This is an optimization exercise on Yosys and OpenROAD, whose aim is small area, not a production implementation. Function was checked by simulation only, so behaviour that the tests miss may differ from the original. No activity file was given, so power comes from the tool's default toggle rates.

**flow/design.v**
```verilog
module icache_nb #(
    parameter int NUM_LINES       = 32,
    parameter int MAX_OUTSTANDING = 2,
    parameter int MEM_TAG_BITS    = 4
) (
    input  logic                                 clock,
    input  logic                                 reset,
    input  logic [63:0]                          proc2Icache_addr,
    input  logic [MEM_TAG_BITS-1:0]              Imem2proc_response,
    input  logic [63:0]                          Imem2proc_data,
    input  logic [MEM_TAG_BITS-1:0]              Imem2proc_tag,
    output logic [1:0]                           proc2Imem_command,
    output logic [63:0]                          proc2Imem_addr,
    output logic [63:0]                          Icache_data_out,
    output logic                                 Icache_valid_out,
    output logic [$clog2(MAX_OUTSTANDING+1)-1:0] outstanding_count
);
    localparam int IDX_W  = $clog2(NUM_LINES);
    localparam int TAG_W  = 13 - IDX_W;
    localparam int CNT_W  = $clog2(MAX_OUTSTANDING + 1);
    localparam int SLOT_W = (MAX_OUTSTANDING > 1) ? $clog2(MAX_OUTSTANDING) : 1;
    localparam logic [1:0] BUS_NONE = 2'd0;
    localparam logic [1:0] BUS_LOAD = 2'd1;
    logic [NUM_LINES-1:0] line_valid;
    logic [TAG_W-1:0]     line_tag  [NUM_LINES];
    logic [63:0]          line_data [NUM_LINES];
    logic [MAX_OUTSTANDING-1:0] ent_valid;
    logic [MEM_TAG_BITS-1:0]    ent_memtag [MAX_OUTSTANDING];
    logic [IDX_W-1:0]           ent_idx    [MAX_OUTSTANDING];
    logic [TAG_W-1:0]           ent_tag    [MAX_OUTSTANDING];
    logic [IDX_W-1:0]  cur_idx;
    logic [TAG_W-1:0]  cur_tag;
    logic              array_hit, cur_pending, have_free, fill_hit, bypass;
    logic [SLOT_W-1:0] free_slot, fill_slot;
    logic              req_valid, alloc;
    logic [IDX_W-1:0]  req_idx;
    logic [TAG_W-1:0]  req_tag;
    logic [63:0]       req_addr;
    logic              unused_addr_bits;
    assign cur_idx          = proc2Icache_addr[3 +: IDX_W];
    assign cur_tag          = proc2Icache_addr[15 -: TAG_W];
    assign unused_addr_bits = ^proc2Icache_addr[2:0];
    always_comb begin
        array_hit   = line_valid[cur_idx] && (line_tag[cur_idx] == cur_tag);
        cur_pending = 1'b0;
        have_free   = 1'b0;
        free_slot   = '0;
        fill_hit    = 1'b0;
        fill_slot   = '0;
        for (int i = 0; i < MAX_OUTSTANDING; i++) begin
            if (ent_valid[i] && ent_idx[i] == cur_idx && ent_tag[i] == cur_tag)
                cur_pending = 1'b1;
            if (!ent_valid[i] && !have_free) begin
                have_free = 1'b1;
                free_slot = SLOT_W'(i);
            end
            if (ent_valid[i] && Imem2proc_tag != '0 &&
                ent_memtag[i] == Imem2proc_tag && !fill_hit) begin
                fill_hit  = 1'b1;
                fill_slot = SLOT_W'(i);
            end
        end
        bypass = fill_hit && ent_idx[fill_slot] == cur_idx &&
                 ent_tag[fill_slot] == cur_tag;
        req_valid = 1'b0;
        req_idx   = cur_idx;
        req_tag   = cur_tag;
        req_addr  = 64'd0;
        if (!array_hit && !cur_pending && have_free) begin
            req_valid = 1'b1;
            req_addr  = {proc2Icache_addr[63:3], 3'b000};
        end
    end
    assign alloc = reset && req_valid && (Imem2proc_response != '0);
    assign proc2Imem_command = (reset && req_valid) ? BUS_LOAD : BUS_NONE;
    assign proc2Imem_addr    = (reset && req_valid) ? req_addr : 64'd0;
    assign Icache_valid_out  = reset && (array_hit || bypass);
    assign Icache_data_out   = !reset ? 64'd0 :
                               bypass ? Imem2proc_data : line_data[cur_idx];
    always_ff @(posedge clock) begin
        if (!reset) begin
            line_valid        <= '0;
            ent_valid         <= '0;
            outstanding_count <= '0;
        end else begin
            if (fill_hit) begin
                line_valid[ent_idx[fill_slot]] <= 1'b1;
                ent_valid[fill_slot]           <= 1'b0;
            end
            if (alloc)
                ent_valid[free_slot] <= 1'b1;
            outstanding_count <= outstanding_count + CNT_W'(alloc) - CNT_W'(fill_hit);
        end
    end
    always_ff @(posedge clock) begin
        if (fill_hit) begin
            line_tag[ent_idx[fill_slot]]  <= ent_tag[fill_slot];
            line_data[ent_idx[fill_slot]] <= Imem2proc_data;
        end
        if (alloc) begin
            ent_memtag[free_slot] <= Imem2proc_response;
            ent_idx[free_slot]    <= req_idx;
            ent_tag[free_slot]    <= req_tag;
        end
    end
endmodule
```
**flow/run.sh**
```bash
#!/bin/bash
# synth_recipe.tcl (not shown) runs the flow's synth.tcl, then flattens the netlist and writes it again
# the make line also repeats each setting of config.mk as NAME=value (left out here)
make -C /OpenROAD-flow-scripts/flow DESIGN_CONFIG=/design/flow/config.mk WORK_HOME=/design/flow/orfs CLKGATE_MAP_FILE= SYNTH_SCRIPT=/design/flow/synth_recipe.tcl finish
```
**flow/config.mk**
```make
export PLATFORM = sky130hd
export DESIGN_NAME = icache_nb
export DESIGN_NICKNAME = icache_nb
export VERILOG_FILES = /design/flow/design.v
export SDC_FILE = /design/flow/constraint.sdc
export NUM_CORES = 4
export LEC_CHECK = 0
export CAP_MARGIN = 20
export CORE_MARGIN = 2
export CORE_UTILIZATION = 40
export SETUP_SLACK_MARGIN = 0.3
export SLEW_MARGIN = 20
```
**flow/constraint.sdc**
```tcl
create_clock -name core_clock -period 7.5 [get_ports {clock}]
set_input_delay 1.5000 -clock core_clock [delete_from_list [all_inputs] [get_ports {clock}]]
set_output_delay 1.5000 -clock core_clock [all_outputs]
set_load 0.01 [all_outputs]
```
==> reports/results.ini <==
[synth]
yosysSeqAreaShare=0.7660
synthArstFlopShare=0
netlist_area_um2=92600
yosys_register_bits=2374
synthCells=4072
ys_types=60
yosys.area.top_type=edfxtp_1
synth_top_cells_by_count=edfxtp_1, mux4_2, nand2_1
synth_edf_count=2338
yosys.area.top_type_share=0.7582
ys_warn_count=2
syn_avg_cell_area_um2=22.74
netlist_top_cells_area=edfxtp_1, mux4_2, nand2_1
yosysMostFrequentCell=edfxtp_1
ys.flop_type=edfxtp_1

[sta]
hold-worst-slack_ns=0.4483
rsz0062_at_grt=false
fmax_mhz=143.6
drv_slew=0
post-route-period-util=0.9285
worst_slew_pin_slew_ns=1.080
setup_violations=0
tns_ns=0
maxSlewHeadroom=0.2799
hold_violations=0
finClkSkew_ns=0.05490
finalCriticalPeriod_ns=6.964

[clock_tree]
cts_max_path_buffers=3
cts.sink_count=2374
htreeDepth=4
cts_tree=yes
root_buffer=clkbuf_16
insertion_delay_ns=0.89
clkSlewWorstSetupHoldPaths_ns=0.06
numCtsBuffers=237

[detailed_routing]
dr.first_iter.drc_count=5262
antenna_left=0
drc=0
wl_per_cell_um=31.06
dr.pass1.iters=5
num_vias=45680
drt-vias-per-instance=5.892
wl_um=240800

[die]
die_w_um=485.1
dieHeight_um=485.1
fp-row-count=176
core_area_um2=230100
dieArea_um2=235400
pin_count=271
initial_utilization=0.4024

[worst_setup_path]
critPathArrivalTime_ns=5.46
cp_max_fo=65
worstSetupEndpointType=output pin
critPathMaxStageDelay_ns=0.61
setup.worst_path.class=input port to output pin
required_ns=6.00
critical_path.slowest_cell=nor4_1
path_cells=clkdlybuf4s50_1 -> buf_4 -> nor2b_1 -> buf_4 -> a22oi_1 -> a21oi_1 -> nor4_1 -> xnor2_1 -> and3_1 -> nand4_1 -> and3_1 -> buf_6 -> and2_1 -> clkdlybuf4s50_1
startpoint_type=input port
critPathTopFamily=buffers and inverters
path_buf_inv=5

[place]
hpwl_um=118600
portBuffers=263
place.gp.congestion=0.7755
place_inst=7293

[global_route]
grt_max_degree=108
overflow=0
antenna_found_initial=11
grt_pass1_wl_um=340500
grt_use_total=0.2016
grt_pass1_vias=46110

[power]
power_density_nw_per_um2=257.8
p_int_uw=21990
seqPwrFrac=0.524
clockPowerShare=0.421
p_leak_uw=0.03389
sw_frac_of_total=0.2111
combPwrFrac=0.054
vdd_drop_max_mv=0.2212
p_sw_uw=5882

[final_layout]
fin_nets=4664
areaGrowthSynthToFinish_pct=16.73
fin_cells=7753
fillers=18720
drive_gt1_frac=0.2793

[min_path]
hold_path_class=flop to flop

[job]
drv_cap=0

[run_status]
outcome=finished clean

==> sequential cells by signal, indices dropped and copies added (netlist names) <==
register	cells
line_data	2048
line_tag	256
line_valid	32
ent_tag	16
ent_idx	10
ent_memtag	8
ent_valid	2
outstanding_count	2
==> cells by family (layout without fill, tap and decap cells) <==
logic type,Yosys count,after routing,share of synthesized area
compound gates,244,245,0.02174
xor+xnor,49,49,0.004635
fa+ha+maj,6,6,0.0008107
buf+inv,251,901,0.01230
flops,2374,2374,0.7660
mux,751,751,0.1743
other cells,1,5,0.00004050
simple gates,396,396,0.02016
==> worst register-to-register path, cell delays in order, from the launching register on <==
cell and delay [ns]:
edfxtp_1 0.39, xor2_1 0.18, nor2_2 0.25, o2111a_2 0.35, nor2_4 0.08, buf_4 0.18
mux2i_1 0.14, buf_4 0.17, inv_1 0.07, ha_1 0.23, nand2_1 0.54, nor2_4 1.00
buf_4 0.49
==> metrics by stage <==
step                        util  instance area [µm²]  total power (µW)  setup WS, ns
final                     0.4697               108100             27870        0.5362
after global placement    0.4353               100200             16400      -0.01695
after global routing      0.4697               108100             28690        0.3870
after floorplan                -                92610             15720        0.6502
after CTS                 0.4692               108000             28100        0.2746
after detailed placement  0.4353               100200             16410       0.03620
==> final cells by class <==
class	count	area (µm²)	share of cell area
Antenna cell	1	2.502	0.00002315
Inverter	9	43.79	0.0004051
Clock buffer	291	6176	0.05714
Timing Repair Buffer	447	4684	0.04334
Clock inverter	154	1562	0.01445
Tap cell	3026	3786	0.03503
Sequential cell	2374	70930	0.6562
Multi-Input combinational cell	1451	20910	0.1934
==> layer usage <==
metal,vias up,GRT usage,part of all wire
li1,18300,-,-
met3,311,0.03588,0.083
met2,2031,0.3235,0.48
met4,0,0.04823,0.019
met5,-,0,0
met1,25040,0.2880,0.42
==> power groups by stage <==
stage	logic, µW	clock network (µW)	registers [µW]
floorplan	828	0	14900
global placement	1490	0	14900
CTS	1520	12000	14600
detailed placement	1510	0	14900
finish	1520	11700	14600
global route	1620	12500	14600
==> timing repair <==
item,CTS,global route
gates cloned,0,3
buffers inserted,4,5
setup endpoints to repair,47,67
pin swaps,3,4
hold buffers,0,0
gates resized for setup,28,37
==> cell usage in the layout (no fill, tap or decap), types with 5 or more instances in the layout <==
cell type and n:
xnor2_1 25, a21oi_1 13, clkinv_16 6, mux4_2 687, clkinvlp_4 8, nor4_1 7
a22oi_1 25, nand4_1 8, mux2i_1 54, bufinv_16 25, o21a_1 6, clkbuf_16 241
nor2b_1 5, nand2_1 192, o211a_1 59, dfxtp_1 36, clkinv_1 55, o21ai_0 25
o31ai_1 5, nor3_1 8, inv_1 7, edfxtp_1 2338, o311ai_0 36, o21ai_1 6
mux2_2 6, clkbuf_1 52, ha_1 6, o311ai_1 25, and2_1 68, clkinv_2 50
nor2_1 10, buf_4 119, o22ai_1 6, and3_1 15, clkdlybuf4s50_1 221, xor2_1 22
buf_2 33, nor2_4 33, nand3_1 30, buf_12 59
==> path summary, 6_finish.rpt <==
kind                               startpoint                           to  slack (ns)  depth (start not counted)
setup reg to reg   ent_memtag[0][2]$_DFFE_PP_    line_data[7][7]$_DFFE_PP_        3.07                         12
hold / removal    line_valid[10]$_SDFFE_PN0P_  line_valid[10]$_SDFFE_PN0P_        0.45                          2
setup / recovery          proc2Icache_addr[5]           proc2Imem_addr[53]        0.54                         14
hold reg to reg   line_valid[10]$_SDFFE_PN0P_  line_valid[10]$_SDFFE_PN0P_        0.45                          2

re-timing with driven ports:
In the flow no input, the clock included, has a driving cell. The finished layout below was timed again as built, in two steps.
Step 1 assumes that a clkbuf_16 drives the clock port and a buf_2 every other input.
Step 2 moves the port delays by t, midway between the first and last clock arrival at a register: inputs arrive t later, outputs are due t later. That takes back most of the time a late clock gives input paths.
a / b / c = no drivers / after step 1 / after step 2; a / b = the first two.
t (ns): 0.948
setup WS [ns]: 0.536 / 0.501 / 0.501
worst hold slack (ns): 0.448 / 0.448 / 0.448
clock arrival spread, ns: 0.055 / 0.055
worst register clock-pin slew, ns: 0.07 / 0.07
After both steps this run still meets setup and hold. The setup slack of this run moves by -0.035 ns with the drivers and by -0.035 ns with both steps.
